This is an optimization exercise on Yosys and OpenROAD, whose aim is small area, a short achievable clock period and few clock cycles per item, not a production implementation. Only simulation tests tie the RTL to the original design; equivalence was not proved.

==> flow/design.v (excerpt) <==
module fm_phase_discriminator_decimating_unit (
   input  logic               clock,
   input  logic               reset,
   input  logic               req_valid,
   output logic               req_ready,
   input  logic signed [15:0] req_in_real,
   input  logic signed [15:0] req_in_imag,
   output logic               rsp_valid,
   input  logic               rsp_ready,
   output logic signed [15:0] rsp_phase_word,
   input  logic               csr_valid,
   output logic               csr_ready,
   input  logic               csr_output_format
);
clock: 10.0 ns
lec_check: 0
cap_margin: 20
core_margin: 2
core_utilization: 40
place_density: 0.6
slew_margin: 20
run.sh (not shown) runs the stock make flow with config.mk's settings and CLKGATE_MAP_FILE= SYNTH_SCRIPT=/design/flow/synth_recipe.tcl, a recipe that flattens the netlist after the stock synthesis.
Testbench counts at the start, summed over its fixed seeds: cycles 22,776, items 512.
Edit:
Settings changed: CORE_UTILIZATION 40 to 60, PLACE_DENSITY 0.6 to 0.75, SETUP_SLACK_MARGIN set to 5.
What happened: Via count goes up by 6.1%. Global-route usage goes up by 10 points. Die area goes down by 33%. Routed wire length goes up by 1.5%. Core utilization goes up by 26 points. Clock-buffer cell count goes up by 7. Clock skew goes down by 0.0042 ns. Worst setup slack gains 1.8 ns. Area after synthesis stays the same.


fm_phase_discriminator_decimating_unit, a different RTL version from the one above (not shown whole).
Size in the first run: ~4000 cells after synthesis, about 410 flip-flops, roughly 57 I/O pins.
make LEC_CHECK=0 CAP_MARGIN=20 CORE_MARGIN=2 CORE_UTILIZATION=40 CTS_CLUSTER_DIAMETER=70 CTS_CLUSTER_SIZE=30 PLACE_DENSITY=0.6 SETUP_SLACK_MARGIN=5 SLEW_MARGIN=20 finish   # period 10.0 ns
The starting point finished clean.
Testbench counts at the start, summed over its fixed seeds: cycles 22,776, items 512.
Change:
==> flow/flow/run.sh (new file) <==
#!/bin/bash
set -euo pipefail
bash standard.sh SETUP_SLACK_MARGIN=6 finish > standard_flow.log 2>&1
==> flow/standard.sh (new file) <==
#!/bin/bash
# synth_recipe.tcl (not shown) runs the flow's synth.tcl, then flattens the netlist and writes it again
# the make line also repeats each setting of config.mk as NAME=value (left out here)
make -C /OpenROAD-flow-scripts/flow DESIGN_CONFIG=/design/flow/config.mk WORK_HOME=/design/flow/orfs CLKGATE_MAP_FILE= SYNTH_SCRIPT=/design/flow/synth_recipe.tcl "${@:-finish}"
CTS_CLUSTER_DIAMETER = unset   (was 70)
CTS_CLUSTER_SIZE = unset   (was 30)
SETUP_SLACK_MARGIN = unset   (was 5)
removed: flow/run.sh
What happened:
- synthesized cell count is unchanged
- fmax is higher by 5.1%
- global-route usage grows by 2.2 points
- sequential share of layout area drops by 3.0 points
- cell area rose by 14%
- final cell count went up by 5.4%
- sequential cell count stays the same
- area after synthesis stays the same
- worst setup slack is better by 0.24 ns


fm_phase_discriminator_decimating_unit again, from the RTL that the note above started with.
export LEC_CHECK = 0
export CAP_MARGIN = 20
export CORE_MARGIN = 2
export CORE_UTILIZATION = 40
export PLACE_DENSITY = 0.6
export SLEW_MARGIN = 20
create_clock -name core_clock -period 10.0 [get_ports {clock}]
standard.sh (not shown) runs the stock make flow with config.mk's settings and CLKGATE_MAP_FILE= SYNTH_SCRIPT=/design/flow/synth_recipe.tcl, a recipe that flattens the netlist after the stock synthesis.
==> flow/flow/run.sh <==
#!/bin/bash
set -euo pipefail
bash standard.sh SETUP_SLACK_MARGIN=5.5 finish > standard_flow.log 2>&1
Testbench counts at the start, summed over its fixed seeds: cycles 22,776, items 512.
Then changed:
==> flow/run.sh (new file) <==
#!/bin/bash
# synth_recipe.tcl (not shown) runs the flow's synth.tcl, then flattens the netlist and writes it again
# the make line also repeats each setting of config.mk as NAME=value (left out here)
make -C /OpenROAD-flow-scripts/flow DESIGN_CONFIG=/design/flow/config.mk WORK_HOME=/design/flow/orfs CLKGATE_MAP_FILE= SYNTH_SCRIPT=/design/flow/synth_recipe.tcl finish
Settings changed: SETUP_SLACK_MARGIN from default to 5.
removed: flow/flow/run.sh
removed: flow/standard.sh
Result: Setup slack got worse by 0.26 ns; wire length shrinks by 5.3%; die area is unchanged; non-clock buffer count decreases by 109; final cell count drops by 2.1%; register-to-register slack loses 0.26 ns; cell area shrinks by 4.9%; clock skew goes up by 0.0050 ns; utilization goes down by 2.4 points.

port drivers added, routing unchanged:
No port has a modelled driver above. Below, the same layouts with a new extraction and two added sets of constraints. Step 1 assumes that a clkbuf_16 drives the clock port and a buf_2 every other input. Step 2 adds t to the input delays and takes it off the output delays; t is the mean of the earliest and latest rising clock arrival at the registers after step 1. Input paths then give back, and output paths get back, about the clock's delay inside the block. a / b / c = no drivers / after step 1 / after step 2; a / b = the first two.
run | t (ns) | setup WS [ns] | worst hold slack (ns)
the first run of note 1 | 0.679 | 3.105 / 3.105 / 3.105 | 0.352 / 0.352 / 0.352
the second run of note 1 | 0.676 | 4.912 / 4.912 / 4.622 | 0.353 / 0.353 / 0.353
the first run of note 2 | 0.641 | 5.136 / 5.136 / 4.580 | 0.328 / 0.328 / 0.328
the second run of note 2 | 0.671 | 5.374 / 5.374 / 5.279 | 0.327 / 0.327 / 0.327
the first run of note 3 | 0.667 | 5.416 / 5.416 / 4.989 | 0.326 / 0.326 / 0.326
the second run of note 3 | 0.668 | 5.159 / 5.159 / 4.586 | 0.325 / 0.325 / 0.325
After both steps setup and hold are still met in every run listed. For the second run of note 3, which loses most, drivers alone change the setup slack by 0.000 ns; drivers and shift together by -0.573 ns.
